From an optimization exercise on the open Yosys and OpenROAD flow, aimed at small area, a short achievable clock period and few clock cycles per item; shortcuts taken in it are not production practice.
The RTL was checked by simulation tests, not by an equivalence proof against the original design.
Power is estimated from default activity; no workload was simulated.

==> flow/design.v (excerpt) <==
module noise_estimation_top (
	input  logic        clk,
	input  logic        rst_n,
	input  logic        start_of_frame,
	input  logic [2:0]  blocks_log2,
	input  logic        sample_valid,
	input  logic [7:0]  sample_data,
	output logic        sample_ready,
	output logic        block_stat_valid,
	output logic [27:0] block_stat,    
	output logic        noise_valid,
	output logic [20:0] noise_result   
);
	assign sample_ready = 1'b1;
	logic       v0;       
	logic [7:0] x0;       
	always_ff @(posedge clk or negedge rst_n) begin
		if (!rst_n) v0 <= 1'b0;
		else        v0 <= sample_valid;
	end
	always_ff @(posedge clk)
		x0 <= sample_valid ? sample_data : 8'd0;
	logic [5:0]  cnt;       
	logic        sof_q;     
	logic        blk_last;  
	logic        clr;
	logic [13:0] s_acc;     
	logic [13:0] s_next;
	logic [19:0] qs, qc;    
	logic [19:0] qs_g, qc_g;
	logic [19:0] qs_n, qc_n;
	assign blk_last = v0 && (&cnt);
	assign clr      = blk_last || sof_q;
	always_ff @(posedge clk or negedge rst_n) begin
		if (!rst_n) begin
			cnt   <= '0;
			sof_q <= 1'b0;
		end else begin
			sof_q <= start_of_frame;
			if (v0) cnt <= cnt + 1'b1;
		end
	end
	assign qs_g   = qs;
	assign qc_g   = qc;
	logic [13:0] sap, sag;
	assign sap = s_acc ^ {6'd0, x0};
	assign sag = s_acc & {6'd0, x0};
	logic sa1g, sa1p;
	assign sa1g = sag[1] | (sap[1] & sag[0]);
	assign sa1p = sap[1] & sap[0];
	logic sa2g, sa2p;
	assign sa2g = sag[3] | (sap[3] & sag[2]);
	assign sa2p = sap[3] & sap[2];
	logic sa3g, sa3p;
	assign sa3g = sag[5] | (sap[5] & sag[4]);
	assign sa3p = sap[5] & sap[4];
	logic sa4g, sa4p;
	assign sa4g = sag[7] | (sap[7] & sag[6]);
	assign sa4p = sap[7] & sap[6];
	logic sa5g, sa5p;
	assign sa5g = sag[9] | (sap[9] & sag[8]);
	assign sa5p = sap[9] & sap[8];
	logic sa6g, sa6p;
	assign sa6g = sag[11] | (sap[11] & sag[10]);
	assign sa6p = sap[11] & sap[10];
	logic sa7g, sa7p;
	assign sa7g = sag[13] | (sap[13] & sag[12]);
	assign sa7p = sap[13] & sap[12];
	logic sa8g, sa8p;
	assign sa8g = sa2g | (sa2p & sa1g);
	assign sa8p = sa2p & sa1p;
	logic sa9g, sa9p;
	assign sa9g = sa4g | (sa4p & sa3g);
  ...
Size: roughly 610 cells after synthesis, about 170 flip-flops, roughly 67 I/O pins.
export LEC_CHECK = 0
export CAP_MARGIN = 20
export CORE_MARGIN = 2
export CORE_UTILIZATION = 60
export CTS_BUF_LIST = sky130_fd_sc_hd__clkbuf_4 sky130_fd_sc_hd__clkbuf_8
export SLEW_MARGIN = 20
create_clock -name core_clock -period 8.0 [get_ports {clk}]
standard.sh (not shown) runs the stock make flow with config.mk's settings and CLKGATE_MAP_FILE= SYNTH_SCRIPT=/design/flow/synth_recipe.tcl, a recipe that flattens the netlist after the stock synthesis.
==> flow/flow/run.sh <==
#!/bin/bash
# The standard layout (standard.sh: the ORFS flow and synthesis, unchanged) with three
# settings the flow's own config cannot express:
#  - ports buffered with a plain buffer instead of the slow delay cell buffer_ports picks;
#  - clock tree built without dummy loads, from a strong root buffer;
set -euo pipefail
export BUFFER_PORTS_ARGS="-buffer_cell sky130_fd_sc_hd__buf_1"
export CTS_ARGS="-sink_clustering_enable -repair_clock_nets -dont_use_dummy_load -root_buf sky130_fd_sc_hd__clkbuf_16 -buf_list {sky130_fd_sc_hd__clkbuf_8}"
export SETUP_SLACK_MARGIN=5.3
bash standard.sh > standard.log 2>&1
The first run completed without violations.
Testbench counts at the start, summed over its fixed seeds: cycles 38,461, samples 36,864.
==> next run, changes <==
--- a/flow/design.v
+++ b/flow/design.v
@@ -309,65 +309,73 @@
 	always_ff @(posedge clk) begin
 		s_acc <= clr ? 14'd0 : s_next;
 		qs    <= clr ? 20'd0 : qs_n;
 		qc    <= clr ? 20'd0 : qc_n;
 	end
 	logic [7:0]  mean_q;
 	logic [5:0]  rem_q;     
 	logic [4:0]  ph;
 	logic        ic;        
 	logic        pin;       
 	logic        cin;
 	logic        rbits, mbits;
-	logic [6:0]  ms;        
-	logic [7:0]  mc;        
-	logic [7:0]  mpp, mu, mw;
+	logic [3:0]  mh, ml;    
+	logic        me;
+	logic [7:0]  mpp;
+	logic [4:0]  mlw, mht;
 	logic        prod;      
 	logic        c1, c2;    
 	logic        t1, d;     
 	logic        dfill;
 	logic [19:0] dq;        
 	logic [19:0] cq;        
 	logic        bv;        
 	logic [2:0]  mi;
 	logic [7:0]  mrot;
 	logic        prod_q;
 	logic        pin_q;
 	assign rbits = (ph >= 5'd2) && (ph <= 5'd5);
 	assign mbits = (ph >= 5'd6) && (ph <= 5'd13);
 	assign mi    = ph[2:0];
 	assign cin   = (ph == 5'd6) ? rem_q[1] : ic;
 	assign mrot  = {mean_q[1:0], mean_q[7:2]};  
 	assign pin   = blk_last ? s_next[0] : ((rbits & rem_q[1]) | (mbits & (mrot[mi] ^ cin)));
-	assign mpp = pin_q ? mean_q : 8'd0;
-	always_comb begin
-		for (int i = 0; i < 8; i++)
-			{mw[i], mu[i]} = {1'b0, (i < 7) ? ms[i] : 1'b0} + {1'b0, mc[i]} + {1'b0, mpp[i]};
+	assign mpp  = pin_q ? mean_q : 8'd0;
+	logic [4:0]  mlc, mhc;    
+	assign mlc[0] = 1'b0;
+	assign mhc[0] = me;
+	for (genvar i = 0; i < 4; i++) begin : g_mrip
+		assign {mlc[i+1], mlw[i]} = {1'b0, ml[i]} + {1'b0, mpp[i]} + {1'b0, mlc[i]};
+		assign {mhc[i+1], mht[i]} = {1'b0, mh[i]} + {1'b0, mpp[i+4]} + {1'b0, mhc[i]};
 	end
-	assign prod = mu[0];
+	assign mlw[4] = mlc[4];
+	assign mht[4] = mhc[4];
+	assign prod = mlw[0];
 	logic        c1n, c2n;
 	assign {c1n, t1} = {1'b0, dq[0]} + {1'b0, cq[0]} + {1'b0, c1};
 	assign {c2n, d}  = {1'b0, t1} + {1'b0, ~prod_q} + {1'b0, c2};
 	assign dfill = d & (ph >= 5'd2) & (ph <= 5'd21);  
 	always_ff @(posedge clk or negedge rst_n) begin
 		if (!rst_n) begin
 			ph     <= 5'd0;
 			bv     <= 1'b0;
 			prod_q <= 1'b0;
-			ms     <= '0;
-			mc     <= '0;
+			mh     <= '0;
+			ml     <= '0;
+			me     <= 1'b0;
 		end else begin
 			prod_q <= prod;
-			ms     <= mu[7:1];
-			mc     <= mw;
+			mh     <= mht[4:1];
+			ml     <= {mht[0] ^ mlw[4], mlw[3:1]};
+			me     <= mht[0] & mlw[4];
 			bv <= (ph == 5'd21);
 			if (blk_last)          ph <= 5'd2;
 			else if (ph != 5'd0)   ph <= ph + 1'b1;
 		end
 	end
 	always_ff @(posedge clk) begin
 		if (blk_last)
 			mean_q <= s_next[13:6];
 		rem_q <= ({6{blk_last}} & s_next[5:0]) | {1'b0, rem_q[5:1]};
 		ic <= mbits & mrot[mi] & cin;
 		pin_q <= pin;
 		dq <= ({20{blk_last}} & qs_n) | {dfill, dq[19:1]};
What happened: Via count hardly moves; setup slack gets worse by 20 ps; area after synthesis shrinks by 1.5%; hold slack stays flat; register-to-register slack stays flat; total power fell by 1.4%; final area drops by 1.6%; sequential cell count went down by 6.
Testbench counts after the change, summed over its fixed seeds: cycles 38,461, samples 36,864.

re-timing with driven ports:
No port has a modelled driver above. Below, the same layouts with a new extraction and two added sets of constraints. Step 1 sets driving cells, clkbuf_16 on the clock port and buf_2 on the other inputs (assumed; they add their load-dependent delay and slew). Step 2 moves the port delays by t, midway between the first and last clock arrival at a register: inputs arrive t later, outputs are due t later. That takes back most of the time a late clock gives input paths. a / b / c = ideal / step 1 / step 2; a / b = the first two.
run | t (ns) | setup slack, ns | slew at the worst register clock pin (ns) | worst slew at a driven data input, ns
the first run | 0.397 | 5.423 / 5.382 / 5.474 | 0.08 / 0.08 | 0.03
the second run | 0.398 | 5.403 / 5.362 / 5.483 | 0.09 / 0.09 | 0.03
After both steps every run listed still meets setup and hold.
